Source: an optimization exercise on an open RTL-to-GDS flow (aim: small area and a short achievable clock period). Production flows keep margins and buffers that such runs may drop.
RTL that was checked went through simulation tests only; none was proved equivalent to the original.
The RTL of run 6 was laid out without a check of its function.
The flow treats the clock pin as an ideal source, which a real chip does not have.

==> design/flow/design.v <==
package cic_pkg;
  localparam int IN_WIDTH  = 18;
  localparam int OUT_WIDTH = 18;
  localparam int ACC_WIDTH = 42;
  function automatic int clog2_int(input int v);
    integer i;
    clog2_int = 0;
    for (i = 0; i < 31; i = i + 1) begin
      if ((1 << i) < v) clog2_int = i + 1;
    end
  endfunction
endpackage
module cic_round (
  input  logic [cic_pkg::ACC_WIDTH-1:0]  acc,
  input  logic [2:0]                     sel,
  output logic [cic_pkg::OUT_WIDTH-1:0]  slice,
  output logic                           rnd_bit
);
  always_comb begin
    case (sel)
      3'd0:    begin slice = acc[21:4];  rnd_bit = acc[3];  end
      3'd1:    begin slice = acc[25:8];  rnd_bit = acc[7];  end
      3'd2:    begin slice = acc[29:12]; rnd_bit = acc[11]; end
      3'd3:    begin slice = acc[33:16]; rnd_bit = acc[15]; end
      3'd4:    begin slice = acc[37:20]; rnd_bit = acc[19]; end
      default: begin slice = acc[41:24]; rnd_bit = acc[23]; end
    endcase
  end
endmodule
module cic_carry #(
  parameter int W    = 42,
  parameter int KIND = 0
) (
  input  logic [W-1:0] g0,
  input  logic [W-1:0] p0,
  input  logic         ci,
  output logic [W-1:0] c
);
  localparam int L = cic_pkg::clog2_int(W);
  logic [W-1:0] g [0:2*L+1];
  logic [W-1:0] p [0:2*L+1];
  assign g[0] = {g0[W-1:1], g0[0] | (p0[0] & ci)};
  assign p[0] = p0;
  generate
    if (KIND == 0) begin : g_sk
      for (genvar l = 0; l < L; l++) begin : lv
        for (genvar i = 0; i < W; i++) begin : bt
          if ((i >> l) & 1) begin : m
            localparam int J = ((i >> l) << l) - 1;
            assign g[l+1][i] = g[l][i] | (p[l][i] & g[l][J]);
            assign p[l+1][i] = p[l][i] & p[l][J];
          end else begin : k
            assign g[l+1][i] = g[l][i];
            assign p[l+1][i] = p[l][i];
          end
        end
      end
      assign c = {g[L][W-2:0], ci};
    end else if (KIND == 1) begin : g_ks
      for (genvar l = 0; l < L; l++) begin : lv
        for (genvar i = 0; i < W; i++) begin : bt
          if (i >= (1 << l)) begin : m
            assign g[l+1][i] = g[l][i] | (p[l][i] & g[l][i-(1<<l)]);
            assign p[l+1][i] = p[l][i] & p[l][i-(1<<l)];
          end else begin : k
            assign g[l+1][i] = g[l][i];
            assign p[l+1][i] = p[l][i];
          end
        end
      end
      assign c = {g[L][W-2:0], ci};
    end else if (KIND == 2) begin : g_bk
      for (genvar l = 0; l < L; l++) begin : up
        for (genvar i = 0; i < W; i++) begin : bt
          if ((i % (2 << l)) == (2 << l) - 1) begin : m
            assign g[l+1][i] = g[l][i] | (p[l][i] & g[l][i-(1<<l)]);
            assign p[l+1][i] = p[l][i] & p[l][i-(1<<l)];
          end else begin : k
            assign g[l+1][i] = g[l][i];
            assign p[l+1][i] = p[l][i];
          end
        end
      end
      for (genvar l = L - 2; l >= 0; l--) begin : dn
        for (genvar i = 0; i < W; i++) begin : bt
          if ((i % (2 << l)) == (1 << l) - 1 && i >= (2 << l)) begin : m
            assign g[2*L-1-l][i] = g[2*L-2-l][i] | (p[2*L-2-l][i] & g[2*L-2-l][i-(1<<l)]);
            assign p[2*L-1-l][i] = p[2*L-2-l][i] & p[2*L-2-l][i-(1<<l)];
          end else begin : k
            assign g[2*L-1-l][i] = g[2*L-2-l][i];
            assign p[2*L-1-l][i] = p[2*L-2-l][i];
          end
        end
      end
      assign c = {g[2*L-1][W-2:0], ci};
    end else begin : g_hc
      for (genvar l = 0; l < L; l++) begin : lv
        for (genvar i = 0; i < W; i++) begin : bt
          if (l == 0 && (i % 2) == 1) begin : m0
            assign g[l+1][i] = g[l][i] | (p[l][i] & g[l][i-1]);
            assign p[l+1][i] = p[l][i] & p[l][i-1];
          end else if (l > 0 && (i % 2) == 1 && i >= (1 << l) + 1) begin : m
            assign g[l+1][i] = g[l][i] | (p[l][i] & g[l][i-(1<<l)]);
            assign p[l+1][i] = p[l][i] & p[l][i-(1<<l)];
          end else begin : k
            assign g[l+1][i] = g[l][i];
            assign p[l+1][i] = p[l][i];
          end
        end
      end
      for (genvar i = 0; i < W; i++) begin : ev
        if ((i % 2) == 0 && i >= 2) begin : m
          assign g[L+1][i] = g[L][i] | (p[L][i] & g[L][i-1]);
        end else begin : k
          assign g[L+1][i] = g[L][i];
        end
      end
      assign c = {g[L+1][W-2:0], ci};
    end
  endgenerate
endmodule
module cic_add #(
  parameter int W    = 42,
  parameter int KIND = 0
) (
  input  logic [W-1:0] a,
  input  logic [W-1:0] b,
  input  logic         ci,
  output logic [W-1:0] s
);
  logic [W-1:0] c;
  cic_carry #(.W(W), .KIND(KIND)) u_c (.g0(a & b), .p0(a ^ b), .ci(ci), .c(c));
  assign s = a ^ b ^ c;
endmodule
module cic_acc #(
  parameter int W    = 42,
  parameter int KIND = 0
) (
  input  logic [W-1:0] a,
  input  logic [W-1:0] b,
  input  logic         en,
  output logic [W-1:0] d
);
  logic [W-1:0] c;
  cic_carry #(.W(W), .KIND(KIND)) u_c (.g0(a & b), .p0(a ^ b), .ci(1'b0), .c(c));
  assign d = a ^ ({W{en}} & (b ^ c));
endmodule
module cic_interpolator (
  input  logic                clock,
  input  logic                reset_n,
  input  logic [5:0]          interpolation,
  input  logic                clear_underflow,
  output logic                underflow,
  input  logic                out_strobe,
  input  logic                in_valid,
  input  logic signed [17:0]  in_data,
  output logic                in_ready,
  output logic                out_valid,
  output logic signed [17:0]  out_data
);
  localparam int AW   = cic_pkg::ACC_WIDTH;
  localparam int KIND  = 0;   
  localparam int AKIND = 2;   
  logic [5:0]          phase_q;
  logic                phase_nz_q;
  logic [17:0]         sample0_q, sample1_q;
  logic [18:0]         comb_last1_q;
  logic [19:0]         comb2_q, comb_last2_q;
  logic [20:0]         comb3_q, comb_last3_q;
  logic [21:0]         comb4_q, comb_last4_q;
  logic [21:0]         integ1_q;
  logic [AW-1:0]       integ2_q, integ3_q, integ4_q, integ5_q;
  logic [17:0]         out_slice_q;
  logic [2:0]          out_carry_q;
  logic                out_valid_q;
  logic                underflow_q;
  logic                load_tick;
  logic                wrap;
  logic [17:0]         x;
  logic [18:0]         comb1;
  logic [19:0]         csa_s, csa_c;
  logic [19:0]         comb2_d;
  logic [20:0]         comb3_d;
  logic [21:0]         comb4_d;
  logic [AW-1:0]       integ2_d, integ3_d, integ4_d, integ5_d;
  logic [2:0]          slice_sel;
  logic [17:0]         slice;
  logic                rnd_bit;
  assign load_tick = out_strobe && !phase_nz_q;
  assign x         = in_valid ? in_data : 18'd0;
  assign wrap      = ({1'b0, phase_q} + 7'd1) >= {1'b0, interpolation};
  cic_add #(.W(19), .KIND(KIND)) u_comb1 (
    .a({sample0_q[17], sample0_q}), .b(~{sample1_q[17], sample1_q}), .ci(1'b1), .s(comb1));
  always_comb begin
    logic [19:0] a, b, c;
    a = {{2{sample0_q[17]}}, sample0_q};
    b = ~{{2{sample1_q[17]}}, sample1_q};
    c = ~{comb_last1_q[18], comb_last1_q};
    csa_s = a ^ b ^ c;
    csa_c = {(a[18:0] & b[18:0]) | (a[18:0] & c[18:0]) | (b[18:0] & c[18:0]), 1'b1};
  end
  cic_add #(.W(20), .KIND(KIND)) u_comb2 (.a(csa_s), .b(csa_c), .ci(1'b1), .s(comb2_d));
  cic_add #(.W(21), .KIND(KIND)) u_comb3 (
    .a({comb2_q[19], comb2_q}), .b(~{comb_last2_q[19], comb_last2_q}), .ci(1'b1), .s(comb3_d));
  cic_add #(.W(22), .KIND(KIND)) u_comb4 (
    .a({comb3_q[20], comb3_q}), .b(~{comb_last3_q[20], comb_last3_q}), .ci(1'b1), .s(comb4_d));
  cic_acc #(.W(AW), .KIND(AKIND)) u_acc2 (
    .a(integ2_q), .b({{(AW-22){integ1_q[21]}}, integ1_q}), .en(out_strobe), .d(integ2_d));
  cic_acc #(.W(AW), .KIND(AKIND)) u_acc3 (.a(integ3_q), .b(integ2_q), .en(out_strobe), .d(integ3_d));
  cic_acc #(.W(AW), .KIND(AKIND)) u_acc4 (.a(integ4_q), .b(integ3_q), .en(out_strobe), .d(integ4_d));
  cic_acc #(.W(AW), .KIND(AKIND)) u_acc5 (.a(integ5_q), .b(integ4_q), .en(out_strobe), .d(integ5_d));
  always_comb begin
    if (interpolation < 6'd2 || interpolation > 6'd40) slice_sel = 3'd5;
    else if (interpolation <= 6'd2)  slice_sel = 3'd0;
    else if (interpolation <= 6'd4)  slice_sel = 3'd1;
    else if (interpolation <= 6'd8)  slice_sel = 3'd2;
    else if (interpolation <= 6'd16) slice_sel = 3'd3;
    else if (interpolation <= 6'd32) slice_sel = 3'd4;
    else                             slice_sel = 3'd5;
  end
  cic_round u_round (
    .acc     (integ5_q),
    .sel     (slice_sel),
    .slice   (slice),
    .rnd_bit (rnd_bit)
  );
  always_ff @(posedge clock or negedge reset_n) begin
    if (!reset_n) begin
      phase_q      <= '0;
      phase_nz_q   <= 1'b0;
      sample0_q    <= '0;
      sample1_q    <= '0;
      comb_last1_q <= '0;
      comb2_q      <= '0;
      comb_last2_q <= '0;
      comb3_q      <= '0;
      comb_last3_q <= '0;
      comb4_q      <= '0;
      comb_last4_q <= '0;
      integ1_q     <= '0;
      integ2_q     <= '0;
      integ3_q     <= '0;
      integ4_q     <= '0;
      integ5_q     <= '0;
      out_valid_q  <= 1'b0;
      underflow_q  <= 1'b0;
    end else begin
      if (out_strobe) begin
        phase_q    <= wrap ? 6'd0 : phase_q + 6'd1;
        phase_nz_q <= !wrap;
      end
      integ2_q <= integ2_d;
      integ3_q <= integ3_d;
      integ4_q <= integ4_d;
      integ5_q <= integ5_d;
      if (load_tick) begin
        sample0_q    <= x;
        sample1_q    <= sample0_q;
        comb_last1_q <= comb1;
        comb2_q      <= comb2_d;
        comb_last2_q <= comb2_q;
        comb3_q      <= comb3_d;
        comb_last3_q <= comb3_q;
        comb4_q      <= comb4_d;
        comb_last4_q <= comb4_q;
        integ1_q     <= comb_last4_q;
      end
      out_valid_q <= out_strobe;
      if (load_tick && !in_valid) underflow_q <= 1'b1;
      else if (clear_underflow)   underflow_q <= 1'b0;
    end
  end
  always_ff @(posedge clock) begin
    out_slice_q    <= slice;
    out_carry_q[0] <= rnd_bit;
    out_carry_q[1] <= rnd_bit & (&slice[5:0]);
    out_carry_q[2] <= rnd_bit & (&slice[11:0]);
  end
  assign in_ready  = load_tick;
  assign out_valid = out_valid_q;
  assign out_data  = {out_slice_q[17:12] + 6'(out_carry_q[2]),
                      out_slice_q[11:6]  + 6'(out_carry_q[1]),
                      out_slice_q[5:0]   + 6'(out_carry_q[0])};
  assign underflow = underflow_q;
endmodule
==> design/flow/flow/run.sh <==
#!/bin/bash
# Standard ORFS layout (the standard.sh) with: no dummy loads in clock
# tree synthesis, and buf_2 as the port buffer. Make's output: flow_make.log.
set -euo pipefail
bash standard.sh \
  "CTS_ARGS=-sink_clustering_enable -repair_clock_nets -dont_use_dummy_load" \
  "BUFFER_PORTS_ARGS=-buffer_cell sky130_fd_sc_hd__buf_2" \
  finish > flow_make.log 2>&1
==> design/flow/standard.sh <==
#!/bin/bash
# synth_recipe.tcl (not shown) runs the flow's synth.tcl, then flattens the netlist and writes it again
# the make line also repeats each setting of config.mk as NAME=value (left out here)
make -C /OpenROAD-flow-scripts/flow DESIGN_CONFIG=/design/flow/config.mk WORK_HOME=/design/flow/orfs CLKGATE_MAP_FILE= SYNTH_SCRIPT=/design/flow/synth_recipe.tcl "${@:-finish}"
==> design/flow/config.mk <==
export PLATFORM = sky130hd
export DESIGN_NAME = cic_interpolator
export DESIGN_NICKNAME = cic_interpolator
export VERILOG_FILES = /design/flow/design.v
export SDC_FILE = /design/flow/constraint.sdc
export NUM_CORES = 4
export LEC_CHECK = 0
export ABC_AREA = 1
export CAP_MARGIN = 20
export CORE_MARGIN = 2
export CORE_UTILIZATION = 40
export PLACE_DENSITY = 0.6
export SETUP_SLACK_MARGIN = 3.35
export SLEW_MARGIN = 20
==> design/flow/constraint.sdc <==
create_clock -name core_clock -period 6.5 [get_ports {clock}]
set_input_delay 1.3000 -clock core_clock [delete_from_list [all_inputs] [get_ports {clock}]]
set_output_delay 1.3000 -clock core_clock [all_outputs]
set_load 0.01 [all_outputs]
==> impl_metrics.csv, run 1 <==
group,metric,value,unit
logic_synthesis,synth_edf_count,0,
route,drc,0,
clocking,cts_max_level,2,
logic_synthesis,synth_top_area_share,36.3,%
final_layout,final_cell_mix,"nand2_1, inv_1, dfrtp_1",
critical_path,crit_buf_inv,3,
logic_synthesis,muxShareOfSynthArea,0.0382,%
grt,grt_max_degree,216,
final_layout,syn_to_final_growth,10.0,%
floorplan,die_area,67600,µm²
timing,finalCritPeriodShare,47.3,%
route,first_pass_iters,4,
logic_synthesis,synth-xor-area-share,8.05,%
clocking,clkTransAtPathRegs,60,ps
place,place_hpwl,36700,µm
critical_path,start_kind,"primary input",
logic_synthesis,synth_compound_area_share,12.5,%
logic_synthesis,synth_top_family_by_area,"simple AND/OR/NAND/NOR gates",
final_layout,fill_cells,6402,
timing,period_needed,3080,ps
critical_path,rr_startpoint,"comb_last1_q[3]",
timing,finClkSkew,67.5,ps
logic_synthesis,ys.flop_type,"dfrtp_1",
final_layout,final_nets,3581,
outcome,status,"timing/DRC/antenna clean",
final_layout,ff_latch_area,9930,µm²
floorplan,core-area,64600,µm²
final_layout,multi_input_area,14500,µm²
route,routed_wl,53300,µm
clocking,insertion_delay,590,ps
grt,grt_first_pass_wirelength,93000,µm
logic_synthesis,ys_top_cells_by_area,"dfrtp_1, ha_1, nand2_1",
flow_run,maxCapViolCount,0,
critical_path,crit_path_cell_trace,"buf_16, clkinv_16, nor2_4, buf_4",
timing,tightest_slew,1070,ps
critical_path,cp.required,5200,ps
critical_path,max_stage_delay,150,ps
logic_synthesis,synthSimpleGateAreaFrac,19.6,%
logic_synthesis,yosysWarnings,17,
route,via_count,20000,
logic_synthesis,ys_types,52,
clocking,cts_sinks,401,
floorplan,row_count,93,
final_layout,final_common_cell,"nand2_1",
critical_path,reg2reg_to,"comb2_q[17]",
floorplan,ios,50,
place,numPortBuffers,49,
grt,grt_remaining_overflow,0,
critical_path,rrSetupSlack,3540,ps
min_path,min_path_type,"flip-flop to flip-flop",
timing,fin_tns_setup,0,ps
logic_synthesis,synthCells,3223,
floorplan,die_height,260,µm
timing,finalMaxSlewViolations,0,
critical_path,cp.depth,4,
timing,rsz0062_at_grt,"yes",
grt,antenna_found_initial,0,
critical_path,crit_end,"in_ready",
critical_path,crit_family,"buffers and inverters",
route,ant_nets,0,
clocking,cts_inserted_buffers,48,
logic_synthesis,syn_avg_cell_area,8.13,µm²
final_layout,final_util,44.7,%
logic_synthesis,ys_seq_elements,401,
route,wl_per_cell,12.9,µm
timing,slew_headroom,28.4,%
logic_synthesis,syn_area,26200,µm²
critical_path,path_max_fanout,14,
floorplan,die_w,260,µm
floorplan,start_util,40.6,%
timing,finalHoldViolCount,0,
final_layout,antennaDiodeCount,0,
grt,first_global_vias,19200,
clocking,cts_tree,"built",
critical_path,worstSetupStartpoint,"out_strobe",
route,viasPerCell,4.85,
grt,grt_use_total,16.4,%
place,place_area,27300,µm²
critical_path,worstRegToRegCells,14,
place,gp_congestion,0.878,
logic_synthesis,synth_fa_ha_area_share,14.7,%
final_layout,fin_area,28800,µm²
clocking,clockBufferDepth,3,
logic_synthesis,async_flop_share,94.8,%
final_layout,drive_gt1_share,7.01,%
critical_path,critical_path_class,"primary input to output pin",
critical_path,cp_slowest_cell,"buf_4",
critical_path,cp-end-kind,"output pin",
logic_synthesis,syn-num-nets,3537,
clocking,cts-root-buf,"clkbuf_16",
critical_path,crit_arrival,1780,ps
timing,max_freq,0.325,GHz
logic_synthesis,seq_area_frac_synth,37.9,%
logic_synthesis,synth_top_cell_by_area,"dfrtp_1",
route,drt_iter0_drc,891,
timing,setup_viol,0,
## how the worst min path moves through the flow
stage          cells after the start  slack, ps             start               end
2_1_floorplan                      2        440  comb_last4_q[11]  comb_last4_q[11]
3_3_place_gp                       2        460        comb4_q[3]   comb_last4_q[3]
3_5_place_dp                       2        460   comb_last4_q[3]   comb_last4_q[3]
4_1_cts                            2        420   comb_last4_q[3]       integ1_q[3]
5_1_grt                            2        490   comb_last4_q[3]       integ1_q[3]
6_report                           2        420   comb_last4_q[3]       integ1_q[3]
## cells by family (layout without fill, tap and decap cells)
kind of cell,Yosys count,in the layout
AOI/OAI and AO/OA,599,599
xor gates and xnor gates,241,241
adders and majority gates,285,285
buffers and inverters,500,542
DFF,401,401
muxes,1,1
and+or+nand+nor,1196,1196
## synthesized netlist by cell type, drive strengths merged (13+ instances only)
| master | number |
|---|---|
| o22ai | 14 |
| nand3 | 197 |
| dfxtp | 21 |
| fa | 38 |
| nand4 | 26 |
| nor2 | 140 |
| xnor2 | 73 |
| nor3 | 24 |
| a21o | 28 |
| ha | 247 |
| clkbuf | 66 |
| nand2 | 796 |
| inv | 419 |
| buf | 13 |
| dfrtp | 380 |
| o21ai | 271 |
| a21oi | 221 |
| a31oi | 16 |
| o21bai | 14 |
| xor2 | 168 |
## tightest hold or removal path, cell delays in order (launching register included)
cell,delay [ps]
dfrtp_1,340
nand2_1,50
nand2_1,50
## state kept, by name, summed over array words and instances, names as in the netlist, 18 cells and up
name,flops
comb3_q,21
integ1_q,22
integ3_q,42
integ4_q,42
out_slice_q,18
sample0_q,18
comb_last3_q,21
comb_last1_q,19
comb2_q,20
comb_last4_q,22
comb_last2_q,20
integ2_q,42
sample1_q,18
comb4_q,22
integ5_q,42
## cell type report
type                            instances  share of cell area, %
Timing Repair inverter                  1                 0.0390
Multi-Input combinational cell       2322                   50.1
Inverter                              421                   5.60
Sequential cell                       401                   34.4
Clock buffer                           48                   4.16
Tap cell                              855                   3.71
Timing Repair Buffer                   72                   1.96
## timing repair
item / in CTS / in global routing
gates resized for setup: 15 / 9
setup endpoints to repair: 215 / 13
hold buffers: 0 / 0
pin swaps: 3 / 7
gates cloned: 3 / 1
buffers inserted: 3 / 9
## routing by layer
layer,up-vias,wire [µm],global-route usage (%)
met1,9103,25500,21.8
met3,73,1640,2.25
met2,214,25100,28.2
met4,0,991,3.70
met5,-,0,0
li1,10600,-,-
## through the flow
stage	setup slack, ps	hold slack [ps]	std cells
finish	3420	422	4120
global route	3280	488	4120
CTS	3320	419	4110
detailed placement	2000	459	4056
global placement	2020	456	4056
floorplan	3370	442	3223
==> run 2, diff against run 1 <==
--- a/design/flow/config.mk
+++ b/design/flow/config.mk
@@ -10,4 +10,4 @@
 export CORE_MARGIN = 2
-export CORE_UTILIZATION = 40
-export PLACE_DENSITY = 0.6
+export CORE_UTILIZATION = 50
+export PLACE_DENSITY = 0.65
 export SETUP_SLACK_MARGIN = 3.35
==> run 2 against run 1 <==
  * Sequential share of layout area is 0.23 points higher
  * Worst setup slack worse by 24 ps
  * Largest cell class unchanged
  * Global-route usage is 5.5 points higher
  * Synthesized cell count stayed put
  * Critical path type unchanged
  * Still clean on timing, DRC and antenna
  * Maximum frequency is 0.78% lower
  * Die area is 20% lower
  * Critical path depth stayed put
  * Utilization is 11 points higher
==> impl_metrics.csv, run 2 <==
group,metric,value,unit
place,gp_congestion,0.840,
timing,slew_headroom,34.8,%
final_layout,final_nets,3583,
grt,first_global_vias,20600,
floorplan,row_count,83,
logic_synthesis,ys_seq_elements,401,
final_layout,fill_cells,4734,
final_layout,syn_to_final_growth,9.31,%
floorplan,start_util,50.8,%
route,drc,0,
place,place_hpwl,40500,µm
final_layout,final_cell_mix,"nand2_1, inv_1, dfrtp_1",
final_layout,fin_cells,3947,
clocking,cts_inserted_buffers,49,
route,viasPerCell,5.25,
logic_synthesis,synth_top_cell_by_area,"dfrtp_1",
route,via_count,20700,
clocking,cts-root-buf,"clkbuf_16",
timing,max_freq,0.322,GHz
timing,rsz0062_at_grt,"yes",
clocking,insertion_delay,590,ps
floorplan,die_height,233,µm
logic_synthesis,ys.flop_type,"dfrtp_1",
timing,finalMaxSlewViolations,0,
logic_synthesis,yosysMostFrequentCell,"nand2_1",
logic_synthesis,syn_area,26200,µm²
floorplan,die_w,233,µm
route,first_pass_iters,5,
critical_path,crit_arrival,1800,ps
clocking,cts_sinks,401,
timing,period_needed,3100,ps
logic_synthesis,synth_edf_count,0,
flow_run,maxCapViolCount,0,
grt,grt_use_met1,27.9,%
critical_path,start_kind,"primary input",
floorplan,die_area,54300,µm²
route,wl_per_cell,14.5,µm
critical_path,critical_path_class,"primary input to output pin",
grt,antenna_found_initial,0,
grt,grt_remaining_overflow,0,
route,ant_nets,0,
clocking,clkTransAtPathRegs,50,ps
logic_synthesis,seq_area_frac_synth,37.9,%
logic_synthesis,ys_types,52,
timing,tightest_slew,978,ps
final_layout,antennaDiodeCount,0,
grt,grt_max_degree,174,
logic_synthesis,synthCells,3223,
logic_synthesis,async_flop_share,94.8,%
timing,setup_viol,0,
clocking,cts_max_level,2,
final_layout,final_common_cell,"nand2_1",
route,routed_wl,57100,µm
logic_synthesis,ys_top_cells_by_area,"dfrtp_1, ha_1, nand2_1",
floorplan,core-area,51600,µm²
logic_synthesis,synth_common_cells,"nand2_1, inv_1, dfrtp_1",
logic_synthesis,syn-num-nets,3537,
floorplan,ios,50,
critical_path,cp-end-kind,"output pin",
logic_synthesis,syn_avg_cell_area,8.13,µm²
grt,grt_most_used_layer,"met2",
timing,fin_tns_setup,0,ps
grt,grtUsageMet3,2.37,%
critical_path,path_max_fanout,19,
logic_synthesis,yosysWarnings,17,
final_layout,drive_gt1_share,7.35,%
critical_path,cp.required,5200,ps
min_path,min_path_type,"flip-flop to flip-flop",
logic_synthesis,synth_top_area_share,36.3,%
timing,finClkSkew,43.6,ps
clocking,cts_tree,"built",
outcome,status,"timing/DRC/antenna clean",
route,drt_iter0_drc,1129,
timing,finalHoldViolCount,0,
grt,gr-usage-met2,39.0,%
grt,grt_use_total,21.9,%
grt,grt_first_pass_wirelength,98400,µm
place,dp.cells,3881,
place,numPortBuffers,49,
timing,finalCritPeriodShare,47.7,%
clocking,clockBufferDepth,3,
[run 2: cell counts after synthesis]
Identical to the previous run, type by type.
[run 2: path summary, 6_finish.rpt]
| kind | start | end | depth (start not counted) | slack [ps] |
|---|---|---|---|---|
| setup / recovery | out_strobe | in_ready | 4 | 3400 |
| hold / removal | comb_last4_q[21] | comb_last4_q[21] | 2 | 470 |
| setup reg to reg | sample1_q[2] | comb2_q[16] | 14 | 3490 |
| min in group asynchronous | reset_n | integ2_q[41] | 1 | 660 |
| max in group asynchronous | reset_n | integ2_q[6] | 2 | 4540 |
| hold reg to reg | comb_last4_q[21] | comb_last4_q[21] | 2 | 470 |
[run 2: logic make-up after synthesis]
| logic type | synth area share (%) |
|---|---|
| AND/OR/NAND/NOR | 19.6 |
| AO/OA/AOI/OAI | 12.5 |
| buffers and inverters | 7.25 |
| flip-flops | 37.9 |
| adder cells (fa/ha/maj) | 14.7 |
| XOR/XNOR | 8.05 |
| multiplexers | 0.0382 |
[run 2: layout make-up]
| cell class | count | area, µm² | share of cell area (%) |
|---|---|---|---|
| Sequential cell | 401 | 9930 | 34.7 |
| Timing Repair Buffer | 69 | 497 | 1.73 |
| Tap cell | 680 | 851 | 2.97 |
| Inverter | 421 | 1620 | 5.64 |
| Clock buffer | 49 | 1230 | 4.28 |
| Timing Repair inverter | 1 | 16.3 | 0.0568 |
| Multi-Input combinational cell | 2326 | 14500 | 50.7 |
[run 2: per-stage QoR]
step | hold slack (ps) | setup WS (ps) | utilization (%) | area, µm²
detailed placement | 459 | 1770 | 52.5 | 27100
global route | 499 | 3270 | 55.5 | 28700
finish | 469 | 3400 | 55.5 | 28700
global placement | 455 | 1820 | 52.5 | 27100
floorplan | 442 | 3370 | - | 26200
CTS | 472 | 3280 | 55.3 | 28500
[run 2: timing repair]
| item | CTS | global route |
|---|---|---|
| buffers inserted | 4 | 7 |
| pin swaps | 4 | 10 |
| gates resized for setup | 20 | 14 |
| setup endpoints to repair | 202 | 15 |
| hold buffers | 0 | 0 |
| gates cloned | 4 | 2 |
[run 2: critical path, stage by stage]
cell       delay (ps)
buf_16            110
clkinv_16          90
nor2_4            170
buf_6             120
[run 2: routing by layer]
| metal | routed length, µm | vias to the layer above |
|---|---|---|
| li1 | - | 10600 |
| met1 | 25900 | 9829 |
| met2 | 28200 | 227 |
| met3 | 1550 | 81 |
| met4 | 1340 | 0 |
| met5 | 0 | - |
==> run 3, diff against run 2 <==
==> design/flow/flow/run.sh (replaced) <==
#!/bin/bash
# Standard ORFS layout (the standard.sh) with: clock tree synthesis
# without dummy loads and with larger sink clusters, and buf_2 as the port
# buffer. Make's output: flow_make.log.
set -euo pipefail
bash standard.sh \
  "CTS_ARGS=-sink_clustering_enable -repair_clock_nets -dont_use_dummy_load -sink_clustering_size 30 -sink_clustering_max_diameter 100" \
  "BUFFER_PORTS_ARGS=-buffer_cell sky130_fd_sc_hd__buf_2" \
  finish > flow_make.log 2>&1
==> run 3 against run 2 <==
  * Still clean
  * Global-route usage shrank 0.34 points
  * Register-to-register slack about the same
  * Worst hold slack lost 8.9 ps
  * Critical endpoint unchanged
  * First-iteration DRC count rose by 3.5%
==> impl_metrics.csv, run 3 <==
group,metric,value,unit
final_layout,final_util,54.2,%
route,routed_wl,56500,µm
logic_synthesis,ys_top_cells_by_area,"dfrtp_1, ha_1, nand2_1",
grt,first_global_vias,20400,
clocking,cts_sinks,401,
grt,antenna_found_initial,0,
floorplan,ios,50,
place,gp_congestion,0.840,
place,place_hpwl,40500,µm
logic_synthesis,syn-num-nets,3537,
logic_synthesis,syn_avg_cell_area,8.13,µm²
critical_path,path_max_fanout,19,
critical_path,crit_arrival,1790,ps
timing,setup_viol,0,
logic_synthesis,synth_common_cells,"nand2_1, inv_1, dfrtp_1",
logic_synthesis,synth_edf_count,0,
clocking,cts_tree,"built",
floorplan,core-area,51600,µm²
floorplan,die_height,233,µm
flow_run,maxCapViolCount,0,
floorplan,start_util,50.8,%
route,first_pass_iters,8,
timing,rsz0062_at_grt,"yes",
logic_synthesis,yosysWarnings,17,
clocking,cts_max_level,1,
logic_synthesis,ys_seq_elements,401,
timing,slew_headroom,32.3,%
route,drt_iter0_drc,1169,
place,numPortBuffers,49,
logic_synthesis,ys.flop_type,"dfrtp_1",
floorplan,die_w,233,µm
timing,finalCritPeriodShare,47.5,%
outcome,status,"timing/DRC/antenna clean",
min_path,min_path_type,"flip-flop to flip-flop",
clocking,holdBufCountCts,0,
timing,max_freq,0.324,GHz
timing,finClkSkew,53.5,ps
clocking,cts-root-buf,"clkbuf_16",
logic_synthesis,ys_types,52,
grt,grt_use_total,21.5,%
grt,grt_remaining_overflow,0,
timing,tightest_slew,1010,ps
critical_path,start_kind,"primary input",
logic_synthesis,seq_area_frac_synth,37.9,%
clocking,clockBufferDepth,3,
timing,period_needed,3090,ps
logic_synthesis,synth_top_cell_by_area,"dfrtp_1",
final_layout,final_cell_mix,"nand2_1, inv_1, dfrtp_1",
route,drc,0,
logic_synthesis,synth_top_area_share,36.3,%
clocking,clkTransAtPathRegs,80,ps
logic_synthesis,synthCells,3223,
logic_synthesis,yosysMostFrequentCell,"nand2_1",
route,viasPerCell,5.26,
final_layout,drive_gt1_share,6.81,%
critical_path,cp.required,5200,ps
clocking,cts_inserted_buffers,21,
logic_synthesis,syn_area,26200,µm²
route,ant_nets,0,
critical_path,cp-end-kind,"output pin",
logic_synthesis,async_flop_share,94.8,%
route,via_count,20600,
grt,grt_first_pass_wirelength,97500,µm
timing,finalHoldViolCount,0,
floorplan,row_count,83,
final_layout,final_nets,3559,
floorplan,die_area,54300,µm²
grt,grt_max_degree,174,
critical_path,critical_path_class,"primary input to output pin",
timing,finalMaxSlewViolations,0,
final_layout,antennaDiodeCount,0,
timing,fin_tns_setup,0,ps
clocking,insertion_delay,570,ps
route,wl_per_cell,14.4,µm
final_layout,final_common_cell,"nand2_1",
final_layout,syn_to_final_growth,6.79,%
[run 3: cell counts after synthesis]
Identical to the previous run, type by type.
[run 3: routing by layer]
metal | wire (µm) | track usage (%) | vias to the layer above
li1 | - | - | 10500
met3 | 1470 | 1.75 | 47
met1 | 25900 | 27.7 | 9831
met4 | 889 | 4.22 | 0
met5 | 0 | 0 | -
met2 | 28300 | 39.5 | 256
[run 3: path summary, 6_finish.rpt]
check                           cells past startpoint         start  slack [ps]          endpoint
worst max-delay path                                4    out_strobe        3410          in_ready
worst min-delay path                                2    comb4_q[2]         460   comb_last4_q[2]
worst max register to register                     14  sample1_q[2]        3490       comb2_q[17]
worst min register to register                      2    comb4_q[2]         460   comb_last4_q[2]
max in group asynchronous                           2       reset_n        4510  comb_last1_q[12]
min in group asynchronous                           1       reset_n         660      integ2_q[41]
[run 3: repair_timing]
item / CTS / global route
setup endpoints to repair: 203 / 16
pin swaps: 6 / 6
setup buffers: 15 / 2
cloned: 4 / 0
gates resized for setup: 21 / 18
[run 3: stage by stage]
stage / hold slack, ps / setup WS [ps] / area, µm² / std cells
detailed placement: 459 / 1770 / 27100 / 3881
finish: 460 / 3410 / 28000 / 3923
CTS: 462 / 3380 / 27900 / 3921
global placement: 455 / 1820 / 27100 / 3881
floorplan: 442 / 3370 / 26200 / 3223
global route: 478 / 3280 / 28000 / 3923
[run 3: worst max-delay path, cell delays in order]
cell	delay [ps]
buf_16	100
clkinv_16	90
nor2_4	130
buf_2	150
[run 3: cell type report]
class                      count  area (µm²)
multi-input combinational   2324       14500
tap                          680         851
timing repair buffer          75         536
inverter                     421        1620
clock buffer                  21         526
sequential                   401        9930
timing repair inverter         1        16.3
fill                        4783       23600
[run 3: logic make-up after synthesis]
logic type	after synthesis	synth area share [%]
AND/OR/NAND/NOR	1196	19.6
AO/OA/AOI/OAI	599	12.5
buffers and inverters	500	7.25
flip-flops	401	37.9
adder cells (fa/ha/maj)	285	14.7
XOR/XNOR	241	8.05
multiplexers	1	0.0382
==> run 4, diff against run 3 <==
--- a/design/flow/flow/run.sh
+++ b/design/flow/flow/run.sh
@@ -6,3 +6,3 @@
 bash standard.sh \
-  "CTS_ARGS=-sink_clustering_enable -repair_clock_nets -dont_use_dummy_load -sink_clustering_size 30 -sink_clustering_max_diameter 100" \
+  "CTS_ARGS=-sink_clustering_enable -repair_clock_nets -dont_use_dummy_load -sink_clustering_size 22 -sink_clustering_max_diameter 80" \
   "BUFFER_PORTS_ARGS=-buffer_cell sky130_fd_sc_hd__buf_2" \
==> run 4 against run 3 <==
  * Clock-buffer cell count increased by 9
  * Area after synthesis unchanged
  * Die area unchanged
  * Clock skew decreased by 9.8 ps
  * First-iteration DRC count increased by 1.5%
  * Via count decreased by 0.11%
  * Synthesized cell count unchanged
  * Final cell count increased by 0.38%
  * Sequential share of layout area decreased by 0.37 points
  * Utilization increased by 0.57 points
  * Maximum frequency decreased by 0.82%
==> impl_metrics.csv, run 4 <==
group,metric,value,unit
floorplan,row_count,83,
logic_synthesis,ys_top_cells_by_area,"dfrtp_1, ha_1, nand2_1",
floorplan,ios,50,
route,routed_wl,56900,µm
timing,finalMaxSlewViolations,0,
outcome,status,"timing/DRC/antenna clean",
final_layout,final_nets,3574,
grt,grt_remaining_overflow,0,
timing,period_needed,3110,ps
clocking,cts-root-buf,"clkbuf_16",
grt,first_global_vias,20400,
logic_synthesis,synth_top_area_share,36.3,%
logic_synthesis,ys_types,52,
final_layout,drive_gt1_share,7.46,%
logic_synthesis,synth_top_cell_by_area,"dfrtp_1",
critical_path,max_stage_delay,180,ps
logic_synthesis,yosysMostFrequentCell,"nand2_1",
logic_synthesis,ys.flop_type,"dfrtp_1",
place,place_hpwl,40500,µm
timing,finalCritPeriodShare,47.9,%
logic_synthesis,syn_area,26200,µm²
place,gp_congestion,0.840,
clocking,cts_tree,"built",
critical_path,start_kind,"primary input",
grt,grt_use_total,21.4,%
final_layout,final_common_cell,"nand2_1",
floorplan,start_util,50.8,%
timing,finalHoldViolCount,0,
logic_synthesis,synthCells,3223,
route,via_count,20600,
min_path,min_path_type,"flip-flop to flip-flop",
timing,max_freq,0.321,GHz
clocking,cts_sinks,401,
route,drt_iter0_drc,1186,
critical_path,path_max_fanout,19,
floorplan,die_w,233,µm
grt,antenna_found_initial,0,
logic_synthesis,syn_avg_cell_area,8.13,µm²
logic_synthesis,yosysWarnings,17,
route,first_pass_iters,5,
final_layout,antennaDiodeCount,0,
critical_path,cp.required,5200,ps
min_path,hp-start,"comb_last4_q[21]",
clocking,cts_max_level,1,
place,dp.cells,3881,
timing,setup_viol,0,
clocking,clkTransAtPathRegs,90,ps
logic_synthesis,synth_edf_count,0,
min_path,min_to,"comb_last4_q[21]",
logic_synthesis,async_flop_share,94.8,%
min_path,hold_depth,2,
final_layout,syn_to_final_growth,7.91,%
timing,slew_headroom,34.2,%
timing,fin_tns_setup,0,ps
floorplan,core-area,51600,µm²
floorplan,die_area,54300,µm²
floorplan,die_height,233,µm
timing,finClkSkew,43.7,ps
route,wl_per_cell,14.5,µm
place,numPortBuffers,49,
grt,grt_max_degree,174,
logic_synthesis,synth_common_cells,"nand2_1, inv_1, dfrtp_1",
route,drc,0,
critical_path,worstRegToRegCells,21,
critical_path,reg2reg_to,"comb4_q[7]",
critical_path,cp_slowest_cell,"nor2_4",
final_layout,final_util,54.8,%
timing,rsz0062_at_grt,"yes",
final_layout,final_cell_mix,"nand2_1, inv_1, dfrtp_1",
critical_path,cp-end-kind,"output pin",
clocking,insertion_delay,600,ps
critical_path,rr_startpoint,"comb3_q[0]",
logic_synthesis,syn-num-nets,3537,
critical_path,crit_path_cell_trace,"buf_16, clkinv_16, nor2_4, buf_6",
route,viasPerCell,5.24,
logic_synthesis,ys_seq_elements,401,
clocking,cts_inserted_buffers,30,
critical_path,crit_arrival,1810,ps
final_layout,fin_cells,3938,
timing,tightest_slew,987,ps
clocking,clockBufferDepth,3,
grt,grt_first_pass_wirelength,97200,µm
critical_path,rrSetupSlack,3400,ps
critical_path,critical_path_class,"primary input to output pin",
flow_run,maxCapViolCount,0,
logic_synthesis,seq_area_frac_synth,37.9,%
route,ant_nets,0,
[run 4: how the worst max path moves through the flow]
stage | start | endpoint | slack, ps | cells past startpoint
2_1_floorplan | out_strobe | in_ready | 3370 | 4
3_3_place_gp | out_strobe | in_ready | 1820 | 4
3_5_place_dp | out_strobe | in_ready | 1770 | 4
4_1_cts | out_strobe | in_ready | 3220 | 4
5_1_grt | comb3_q[0] | comb4_q[7] | 3220 | 21
6_report | out_strobe | in_ready | 3390 | 4
[run 4: routing by layer]
layer,vias to the layer above,GRT usage (%),part of all wire (%)
met5,-,0,0
met4,0,4.26,2.0
met3,58,1.96,2.5
met2,218,38.9,50
met1,9814,27.7,46
li1,10500,-,-
[run 4: kinds of logic (layout without fill, tap and decap cells)]
family                   Yosys count  after routing  synth area share, %
adder cells (fa/ha/maj)          285            285                 14.7
buffers and inverters            500            533                 7.25
flip-flops                       401            401                 37.9
AND/OR/NAND/NOR                 1196           1198                 19.6
multiplexers                       1              1               0.0382
AO/OA/AOI/OAI                    599            599                 12.5
XOR/XNOR                         241            241                 8.05
[run 4: layout make-up]
type                            instances  area (µm²)
Fill cell                            4746       23300
Tap cell                              680         851
Inverter                              421        1620
Sequential cell                       401        9930
Timing Repair Buffer                   81         579
Clock buffer                           30         751
Multi-Input combinational cell       2324       14500
Timing Repair inverter                  1        11.3
[run 4: repair_timing]
| item | CTS | global route |
|---|---|---|
| resized for setup | 20 | 28 |
| gates cloned | 2 | 2 |
| hold buffers | 0 | 0 |
| endpoints found under the hold margin | 0 | 0 |
| setup buffers | 15 | 8 |
| endpoints found under the setup margin | 201 | 21 |
| pin swaps | 5 | 10 |
[run 4: worst max-delay path: cells and delay by family]
| family | cells | cell delay (ps) |
|---|---|---|
| buf+inv | 3 | 330 |
| simple gates | 1 | 180 |
[run 4: through the flow]
step           worst slack [ps]  hold WS, ps  area, µm²
4_1_cts                    3220          480      28100
2_1_floorplan              3370          442      26200
6_report                   3390          477      28300
5_1_grt                    3220          503      28300
3_5_place_dp               1770          459      27100
3_3_place_gp               1820          455      27100
==> run 5, diff against run 4 <==
==> design/flow/flow/run.sh (replaced) <==
#!/bin/bash
# Standard ORFS layout (the standard.sh) with: clock tree synthesis
# without dummy loads, buf_2 as the port buffer, and a tighter internal
# repair target on in_ready (flow/pre_cts.tcl). Make's output: flow_make.log.
set -euo pipefail
bash standard.sh \
  "CTS_ARGS=-sink_clustering_enable -repair_clock_nets -dont_use_dummy_load" \
  "BUFFER_PORTS_ARGS=-buffer_cell sky130_fd_sc_hd__buf_2" \
  "PRE_CTS_TCL=$PWD/flow/pre_cts.tcl" \
  finish > flow_make.log 2>&1
==> design/flow/flow/pre_cts.tcl (new file) <==
set_output_delay 1.65 -clock [get_clocks core_clock] [get_ports in_ready]
==> run 5 against run 4 <==
  * Still clean on timing, DRC and antenna
  * Worst setup slack worse by 250 ps
  * Critical path depth unchanged
  * Via count up 0.59%
  * Non-clock buffer count down 11
  * First-iteration DRC count down 9.9%
  * Clock skew up 1.3 ps
  * Clock-buffer cell count up 19
==> impl_metrics.csv, run 5 <==
group,metric,value,unit
final_layout,final_nets,3584,
place,pre_cts_slack,1770,ps
logic_synthesis,synth_top_cell_by_area,"dfrtp_1",
final_layout,syn_to_final_growth,9.33,%
logic_synthesis,syn_area,26200,µm²
route,first_pass_iters,7,
timing,tightest_slew,997,ps
critical_path,path_max_fanout,2,
route,via_count,20700,
logic_synthesis,ys.flop_type,"dfrtp_1",
timing,finalHoldViolCount,0,
logic_synthesis,yosysMostFrequentCell,"nand2_1",
logic_synthesis,syn-num-nets,3537,
logic_synthesis,synth_common_cells,"nand2_1, inv_1, dfrtp_1",
final_layout,fill_cells,4732,
logic_synthesis,synth_top_area_share,36.3,%
clocking,clkTransAtPathRegs,50,ps
clocking,cts_tree,"built",
floorplan,start_util,50.8,%
final_layout,antennaDiodeCount,0,
final_layout,fin_cells,3948,
critical_path,critical_path_class,"primary input to output pin",
clocking,insertion_delay,590,ps
logic_synthesis,yosysWarnings,17,
critical_path,start_kind,"primary input",
final_layout,fin_area,28700,µm²
route,drc,0,
route,viasPerCell,5.25,
floorplan,core-area,51600,µm²
timing,finalCritPeriodShare,51.7,%
place,place_hpwl,40500,µm
place,gp_congestion,0.840,
timing,worst_slack,3140,ps
logic_synthesis,ys_top_cells_by_area,"dfrtp_1, ha_1, nand2_1",
timing,setup_viol,0,
final_layout,multi_input_area,14500,µm²
place,place_area,27100,µm²
route,drt_iter0_drc,1068,
final_layout,final_cell_mix,"nand2_1, inv_1, dfrtp_1",
final_layout,final_common_cell,"nand2_1",
critical_path,cp_slowest_cell,"nor2_4",
critical_path,crit_path_cell_trace,"buf_16, clkinv_16, nor2_4, buf_6",
place,dp.cells,3881,
outcome,status,"timing/DRC/antenna clean",
critical_path,crit_arrival,1710,ps
route,routed_wl,57300,µm
timing,slew_headroom,33.5,%
timing,finClkSkew,44.9,ps
floorplan,die_height,233,µm
grt,first_global_vias,20600,
route,wl_per_cell,14.5,µm
critical_path,cp-end-kind,"output pin",
timing,fin_tns_setup,0,ps
clocking,cts_sinks,401,
grt,grt_first_pass_wirelength,98500,µm
logic_synthesis,ys_types,52,
timing,rsz0062_at_grt,"yes",
final_layout,final_util,55.5,%
floorplan,die_w,233,µm
floorplan,ios,50,
timing,finalMaxSlewViolations,0,
timing,max_freq,0.297,GHz
grt,grt_remaining_overflow,0,
floorplan,row_count,83,
logic_synthesis,async_flop_share,94.8,%
grt,grt_use_total,21.9,%
final_layout,drive_gt1_share,7.41,%
floorplan,die_area,54300,µm²
logic_synthesis,synthCells,3223,
logic_synthesis,seq_area_frac_synth,37.9,%
timing,period_needed,3360,ps
logic_synthesis,ys_seq_elements,401,
critical_path,max_stage_delay,130,ps
flow_run,maxCapViolCount,0,
min_path,min_path_type,"flip-flop to flip-flop",
grt,grt_max_degree,174,
critical_path,cp.required,4850,ps
logic_synthesis,syn_avg_cell_area,8.13,µm²
final_layout,ff_latch_area,9930,µm²
logic_synthesis,synth_edf_count,0,
grt,antenna_found_initial,0,
clocking,cts_inserted_buffers,49,
place,numPortBuffers,49,
timing,hold-worst-slack,468,ps
route,ant_nets,0,
==> run 5: changes by cell type in the layout (fill, tap and decap cells not counted), sizes merged <==
cell / change
clkbuf: +18
buf: -11
nor2: +2
bufbuf: +1
clkinv: +1
inv: -1
==> run 5: cell type report <==
cell class | count | area share [%]
timing repair buffer | 70 | 1.76
tap | 680 | 2.97
sequential | 401 | 34.6
clock buffer | 49 | 4.28
inverter | 421 | 5.64
multi-input combinational | 2326 | 50.6
timing repair inverter | 1 | 0.0568
==> run 5: critical path: cells and delay by family <==
kind          cells  cell delay [ps]
buf+inv           3              270
simple gates      1              130
==> run 5: worst paths after layout <==
kind | start | to | slack (ps) | cells after the start
worst max-delay path | out_strobe | in_ready | 3140 | 4
worst min-delay path | comb_last4_q[21] | comb_last4_q[21] | 470 | 2
max in group asynchronous | reset_n | integ2_q[6] | 4540 | 2
worst min register to register | comb_last4_q[21] | comb_last4_q[21] | 470 | 2
worst max register to register | comb_last1_q[3] | comb2_q[9] | 3500 | 13
min in group asynchronous | reset_n | integ2_q[41] | 660 | 1
==> run 5: logic make-up after synthesis <==
kind of cell             Yosys count  synth area share [%]
AND/OR/NAND/NOR                 1196                  19.6
AO/OA/AOI/OAI                    599                  12.5
buffers and inverters            500                  7.25
flip-flops                       401                  37.9
adder cells (fa/ha/maj)          285                  14.7
XOR/XNOR                         241                  8.05
multiplexers                       1                0.0382
==> run 5: repair_timing <==
action,CTS,global route
setup endpoints to repair,202,15
gates cloned,4,2
gates resized for setup,21,14
pin swaps,4,10
hold buffers,0,0
setup buffers,6,6
==> run 5: layer usage <==
layer | share of wire [%] | global-route usage, % | routed length, µm
met1 | 46 | 28.0 | 26200
met2 | 49 | 39.1 | 28300
met3 | 2.5 | 2.37 | 1430
met4 | 2.4 | 6.35 | 1370
met5 | 0 | 0 | 0
==> run 6, diff against run 5 <==
--- a/design/flow/design.v
+++ b/design/flow/design.v
@@ -173,3 +173,3 @@
   logic [17:0]         out_slice_q;
-  logic [2:0]          out_carry_q;
+  logic [5:0]          out_carry_q;
   logic                out_valid_q;
@@ -275,4 +275,7 @@
     out_carry_q[0] <= rnd_bit;
-    out_carry_q[1] <= rnd_bit & (&slice[5:0]);
-    out_carry_q[2] <= rnd_bit & (&slice[11:0]);
+    out_carry_q[1] <= rnd_bit & (&slice[2:0]);
+    out_carry_q[2] <= rnd_bit & (&slice[5:0]);
+    out_carry_q[3] <= rnd_bit & (&slice[8:0]);
+    out_carry_q[4] <= rnd_bit & (&slice[11:0]);
+    out_carry_q[5] <= rnd_bit & (&slice[14:0]);
   end
@@ -280,5 +283,8 @@
   assign out_valid = out_valid_q;
-  assign out_data  = {out_slice_q[17:12] + 6'(out_carry_q[2]),
-                      out_slice_q[11:6]  + 6'(out_carry_q[1]),
-                      out_slice_q[5:0]   + 6'(out_carry_q[0])};
+  assign out_data  = {out_slice_q[17:15] + 3'(out_carry_q[5]),
+                      out_slice_q[14:12] + 3'(out_carry_q[4]),
+                      out_slice_q[11:9]  + 3'(out_carry_q[3]),
+                      out_slice_q[8:6]   + 3'(out_carry_q[2]),
+                      out_slice_q[5:3]   + 3'(out_carry_q[1]),
+                      out_slice_q[2:0]   + 3'(out_carry_q[0])};
   assign underflow = underflow_q;
==> design/flow/flow/run.sh (replaced) <==
#!/bin/bash
# Standard ORFS layout (the standard.sh) with: clock tree synthesis
# without dummy loads and with larger sink clusters, buf_2 as the port
# buffer, and a tighter internal repair target on in_ready
# (flow/pre_cts.tcl). Make's output: flow_make.log.
set -euo pipefail
bash standard.sh \
  "CTS_ARGS=-sink_clustering_enable -repair_clock_nets -dont_use_dummy_load -sink_clustering_size 22 -sink_clustering_max_diameter 80" \
  "BUFFER_PORTS_ARGS=-buffer_cell sky130_fd_sc_hd__buf_2" \
  "PRE_CTS_TCL=$PWD/flow/pre_cts.tcl" \
  finish > flow_make.log 2>&1
==> run 6 against run 5 <==
  * Clock skew shrank 3.0 ps
  * Critical path depth grew 1
  * Worst setup slack lost 73 ps
  * Area after synthesis grew 0.40%
  * Register-to-register slack is essentially flat
==> impl_metrics.csv, run 6 <==
group,metric,value,unit
critical_path,crit_buf_inv,4,
timing,finClkSkew,41.9,ps
timing,slew_headroom,29.1,%
grt,first_global_vias,20600,
timing,finalMaxSlewViolations,0,
floorplan,core-area,52300,µm²
min_path,min_path_type,"flip-flop to flip-flop",
timing,finalCritPeriodShare,52.8,%
final_layout,fill_cells,4804,
logic_synthesis,synth_top_cell_by_area,"dfrtp_1",
grt,grt_remaining_overflow,0,
route,via_count,20700,
grt,grt_max_degree,169,
route,wl_per_cell,15.1,µm
grt,grt_first_pass_wirelength,99600,µm
route,drc,0,
final_layout,multi_input_area,14500,µm²
critical_path,cp_slowest_cell,"clkbuf_16",
critical_path,crit_path_cell_trace,"buf_12, inv_16, nor2_4, clkbuf_16, buf_6",
timing,finalHoldViolCount,0,
outcome,status,"timing/DRC/antenna clean",
timing,fin_tns_setup,0,ps
logic_synthesis,yosysMostFrequentCell,"nand2_1",
floorplan,die_w,233,µm
route,first_pass_iters,5,
logic_synthesis,synthCells,3200,
logic_synthesis,yosysWarnings,17,
floorplan,ios,50,
place,numPortBuffers,49,
timing,tightest_slew,1060,ps
clocking,holdBufCountCts,0,
critical_path,max_stage_delay,150,ps
timing,rsz0062_at_grt,"yes",
logic_synthesis,ys.flop_type,"dfrtp_1",
route,ant_nets,0,
flow_run,maxCapViolCount,0,
critical_path,cp-end-kind,"output pin",
critical_path,cp.required,4850,ps
timing,max_freq,0.291,GHz
logic_synthesis,seq_area_frac_synth,38.0,%
floorplan,die_height,233,µm
route,routed_wl,59000,µm
logic_synthesis,syn_area,26300,µm²
critical_path,path_max_fanout,2,
final_layout,antennaDiodeCount,0,
clocking,cts_sinks,404,
final_layout,final_cell_mix,"nand2_1, inv_1, dfrtp_1",
place,gp_congestion,0.869,
clocking,cts_tree,"built",
critical_path,start_kind,"primary input",
logic_synthesis,ys_top_cells_by_area,"dfrtp_1, ha_1, nand2_1",
grt,antenna_found_initial,0,
final_layout,ff_latch_area,9990,µm²
final_layout,final_nets,3551,
timing,worst_slack,3070,ps
logic_synthesis,synth_top_area_share,36.1,%
final_layout,drive_gt1_share,7.31,%
final_layout,final_common_cell,"nand2_1",
place,place_hpwl,40500,µm
route,drt_iter0_drc,993,
route,viasPerCell,5.28,
logic_synthesis,synth_common_cells,"nand2_1, inv_1, dfrtp_1",
floorplan,row_count,84,
critical_path,crit_family,"buffers and inverters",
logic_synthesis,ys_types,53,
floorplan,die_area,54500,µm²
clocking,clkTransAtPathRegs,90,ps
logic_synthesis,synth_edf_count,0,
logic_synthesis,syn-num-nets,3520,
floorplan,start_util,50.3,%
critical_path,crit_arrival,1780,ps
clocking,insertion_delay,600,ps
grt,grt_use_total,22.1,%
final_layout,syn_to_final_growth,7.56,%
logic_synthesis,ys_seq_elements,404,
critical_path,critical_path_class,"primary input to output pin",
clocking,cts_inserted_buffers,28,
logic_synthesis,syn_avg_cell_area,8.23,µm²
timing,period_needed,3430,ps
place,pre_cts_slack,2280,ps
logic_synthesis,async_flop_share,94.1,%
timing,setup_viol,0,
run 6: kinds of logic after synthesis:
logic type	Yosys count	share of synthesized area (%)
and+or+nand+nor	1160	19.2
adders and majority gates	291	14.9
buffers and inverters	500	7.27
AOI/OAI and AO/OA	608	12.8
DFF	404	38.0
xor gates and xnor gates	237	7.89
run 6: path summary, 6_finish.rpt:
check	start	endpoint	slack, ps	depth (start not counted)
min reg2reg	comb4_q[1]	comb_last4_q[1]	470	2
min	comb4_q[1]	comb_last4_q[1]	470	2
max in group asynchronous	reset_n	integ3_q[14]	4560	2
max	out_strobe	in_ready	3070	5
max reg2reg	comb3_q[0]	comb4_q[17]	3500	13
min in group asynchronous	reset_n	comb_last2_q[0]	600	1
run 6: per-layer routing:
metal,wire length [µm],global-route usage [%],vias to the layer above
li1,-,-,10500
met1,25900,27.3,9868
met2,30200,41.1,252
met3,1530,2.10,93
met4,1380,5.83,0
met5,0,0,-
run 6: per-stage QoR:
stage | util [%] | area [µm²] | cells | hold slack, ps
2_1_floorplan | - | 26300 | 3200 | 442
3_3_place_gp | 52.0 | 27200 | 3865 | 456
3_5_place_dp | 52.0 | 27200 | 3865 | 463
4_1_cts | 53.9 | 28200 | 3911 | 472
5_1_grt | 54.1 | 28300 | 3917 | 503
6_report | 54.1 | 28300 | 3917 | 468
run 6: cell type report:
type / instances / share of cell area [%]
multi-input combinational: 2296 / 51.2
inverter: 421 / 5.67
sequential: 404 / 35.3
timing repair buffer: 78 / 2.25
timing repair inverter: 2 / 0.0619
clock buffer: 28 / 2.48
tap: 688 / 3.04
run 6: tightest hold or removal path, cell delays in order, from the launching register on:
cell	delay (ps)
dfrtp_1	340
nand2_1	50
o21ai_0	80
run 6: timing repair:
item	CTS	global route
resized for setup	18	13
endpoints found under the setup margin	56	15
buffers inserted	12	6
pin swaps	5	10
gates cloned	6	0
==> run 7, diff against run 6 <==
--- a/design/flow/design.v
+++ b/design/flow/design.v
@@ -165,2 +165,3 @@
   logic                phase_nz_q;
+  logic                phase_zero_q;      
   logic [17:0]         sample0_q, sample1_q;
@@ -230,2 +231,3 @@
       phase_nz_q   <= 1'b0;
+      phase_zero_q <= 1'b1;
       sample0_q    <= '0;
@@ -249,3 +251,4 @@
         phase_q    <= wrap ? 6'd0 : phase_q + 6'd1;
-        phase_nz_q <= !wrap;
+        phase_nz_q   <= !wrap;
+        phase_zero_q <= wrap;
       end
@@ -281,3 +284,3 @@
   end
-  assign in_ready  = load_tick;
+  assign in_ready  = out_strobe && phase_zero_q;
   assign out_valid = out_valid_q;
==> run 7 against run 6 <==
  * Still clean on timing, DRC and antenna
  * Maximum frequency grew 5.5%
  * Die area is essentially flat
  * Final cell count grew 0.31%
  * Critical path depth shrank 1
  * Routed wire length shrank 4.4%
  * Flip-flop and latch count grew 1
  * Critical endpoint unchanged
==> impl_metrics.csv, run 7 <==
group,metric,value,unit
outcome,status,"timing/DRC/antenna clean",
logic_synthesis,synth-xor-area-share,7.88,%
logic_synthesis,yosysMostFrequentCell,"nand2_1",
timing,finalCritPeriodShare,50.1,%
logic_synthesis,ys_types,52,
final_layout,drive_gt1_share,7.37,%
route,via_count,20600,
timing,slew_headroom,36.7,%
logic_synthesis,synth_top_area_share,36.1,%
logic_synthesis,seq_area_frac_synth,38.0,%
timing,finClkSkew,38.8,ps
logic_synthesis,yosysWarnings,17,
timing,setup_viol,0,
logic_synthesis,synth_compound_area_share,12.5,%
clocking,cts_inserted_buffers,29,
critical_path,cp_slowest_cell,"buf_12",
timing,finalHoldViolCount,0,
place,gp_congestion,0.870,
final_layout,syn_to_final_growth,7.32,%
grt,grt_max_degree,214,
min_path,min_path_type,"flip-flop to flip-flop",
route,wl_per_cell,14.3,µm
floorplan,start_util,50.3,%
logic_synthesis,async_flop_share,94.1,%
logic_synthesis,synth_edf_count,0,
logic_synthesis,synthSimpleGateAreaFrac,19.4,%
logic_synthesis,synthCells,3212,
logic_synthesis,syn_avg_cell_area,8.20,µm²
critical_path,critical_path_class,"primary input to output pin",
place,dp.cells,3881,
logic_synthesis,synth_top_family_by_area,"simple AND/OR/NAND/NOR gates",
logic_synthesis,synth_top_cell_by_area,"dfrtp_1",
timing,max_freq,0.307,GHz
final_layout,final_common_cell,"nand2_1",
grt,antenna_found_initial,0,
route,drt_iter0_drc,1037,
critical_path,crit_arrival,1610,ps
place,place_hpwl,40800,µm
clocking,cts_tree,"built",
floorplan,die_height,234,µm
final_layout,final_cell_mix,"nand2_1, inv_1, dfrtp_1",
logic_synthesis,synth_common_cells,"nand2_1, inv_1, dfrtp_1",
floorplan,die_w,234,µm
grt,grt_use_total,21.2,%
flow_run,maxCapViolCount,0,
logic_synthesis,syn-num-nets,3532,
timing,period_needed,3260,ps
floorplan,die_area,54500,µm²
logic_synthesis,ys_seq_elements,405,
final_layout,fill_cells,4867,
clocking,insertion_delay,600,ps
route,viasPerCell,5.24,
final_layout,antennaDiodeCount,0,
place,numPortBuffers,49,
logic_synthesis,ys.flop_type,"dfrtp_1",
critical_path,cp-end-kind,"output pin",
route,ant_nets,0,
timing,tightest_slew,949,ps
grt,first_global_vias,20500,
grt,grt_remaining_overflow,0,
route,routed_wl,56400,µm
clocking,cts_sinks,405,
logic_synthesis,synth_fa_ha_area_share,14.9,%
floorplan,row_count,84,
final_layout,fin_cells,3929,
final_layout,multi_input_area,14500,µm²
final_layout,ff_latch_area,10000,µm²
logic_synthesis,ys_top_cells_by_area,"dfrtp_1, ha_1, nand2_1",
final_layout,final_nets,3563,
timing,rsz0062_at_grt,"yes",
route,first_pass_iters,5,
critical_path,max_stage_delay,110,ps
grt,grt_first_pass_wirelength,96300,µm
route,drc,0,
critical_path,cp.required,4850,ps
critical_path,crit_path_cell_trace,"buf_12, nand2_4, inv_2, buf_6",
logic_synthesis,muxShareOfSynthArea,0.0380,%
critical_path,start_kind,"primary input",
final_layout,final_util,54.0,%
timing,fin_tns_setup,0,ps
critical_path,path_max_fanout,5,
floorplan,ios,50,
floorplan,core-area,52300,µm²
logic_synthesis,syn_area,26300,µm²
clocking,clkTransAtPathRegs,70,ps
timing,finalMaxSlewViolations,0,
==> run 7: cell count changes after synthesis, sizes merged, moves of 2 or more <==
cell,change
nand3b,-2
buf,-6
nor3,+2
nor2,-9
clkbuf,+6
a22o,-3
a21oi,-7
nand3,+9
nand4,-6
o21ai,+10
nand2,+21
==> run 7: logic make-up after synthesis <==
family / count (synthesis)
AOI/OAI and AO/OA: 601
xor gates and xnor gates: 237
adders and majority gates: 291
buffers and inverters: 502
DFF: 405
muxes: 1
and+or+nand+nor: 1175
==> run 7: what timing repair did <==
item	4_1_cts	5_1_grt
cloned	0	1
pin swaps	3	11
setup buffers	4	14
setup endpoints to repair	17	16
hold buffers	0	0
gates resized for setup	11	22
==> run 7: per-stage QoR <==
stage	setup WS, ps	hold slack, ps	instance area (µm²)
6_report	3240	473	28300
5_1_grt	3240	500	28300
4_1_cts	3120	477	28000
3_5_place_dp	2460	460	27200
3_3_place_gp	2520	456	27200
2_1_floorplan	3420	442	26300
==> run 7: worst max-delay path: cells and delay by family <==
kind                   cells  cell delay [ps]
buffers and inverters      3              250
AND/OR/NAND/NOR            1               50
==> run 7: final cells by class <==
cell class	count	area share, %
clock buffers	29	2.57
inverters	423	5.64
multi-input cells	2305	51.4
flip-flops and latches	405	35.4
well taps	688	3.04
repair buffers	79	1.93
==> run 7: final timing paths <==
| path | cells past startpoint | slack [ps] | startpoint | to |
|---|---|---|---|---|
| setup / recovery | 4 | 3240 | out_strobe | in_ready |
| hold / removal | 2 | 470 | comb_last4_q[13] | integ1_q[13] |
| setup reg to reg | 14 | 3530 | comb_last1_q[3] | comb2_q[9] |
| hold reg to reg | 2 | 470 | comb_last4_q[13] | integ1_q[13] |
| max in group asynchronous | 2 | 4460 | reset_n | integ5_q[9] |
| min in group asynchronous | 1 | 780 | reset_n | comb_last4_q[1] |
==> run 7: per-layer routing <==
metal / global-route usage [%] / wire (µm)
met1: 26.7 / 25400
met2: 38.1 / 27600
met3: 2.40 / 1650
met4: 6.07 / 1650
met5: 0 / 0

==> afterwards: timing with drivers on the ports <==
The results above use ideal ports. As a check the final layouts listed here were re-extracted and re-timed, cells and wires unchanged.
Step 1 sets driving cells, clkbuf_16 on the clock port and buf_2 on the other inputs (assumed; they add their load-dependent delay and slew).
Step 2, shift: input delay + t, output delay - t, t = (earliest + latest rising clock arrival at the registers) / 2. This alone moves slack from input paths to output paths.
Slacks: ideal / step 1 / step 2; pairs: ideal / step 1.
run	t, ns	setup WS [ns]	worst setup path at the end
run 1	0.619	3.423 / 3.204 / 2.903	input to register
run 2	0.627	3.399 / 3.252 / 2.966	input to register
run 3	0.606	3.411 / 3.265 / 2.941	input to register
run 4	0.643	3.385 / 3.215 / 2.915	input to register
After both steps setup and hold are still met in every run listed. The setup slack of run 1, which loses most, moves by -0.219 ns with the drivers and by -0.520 ns with both steps.
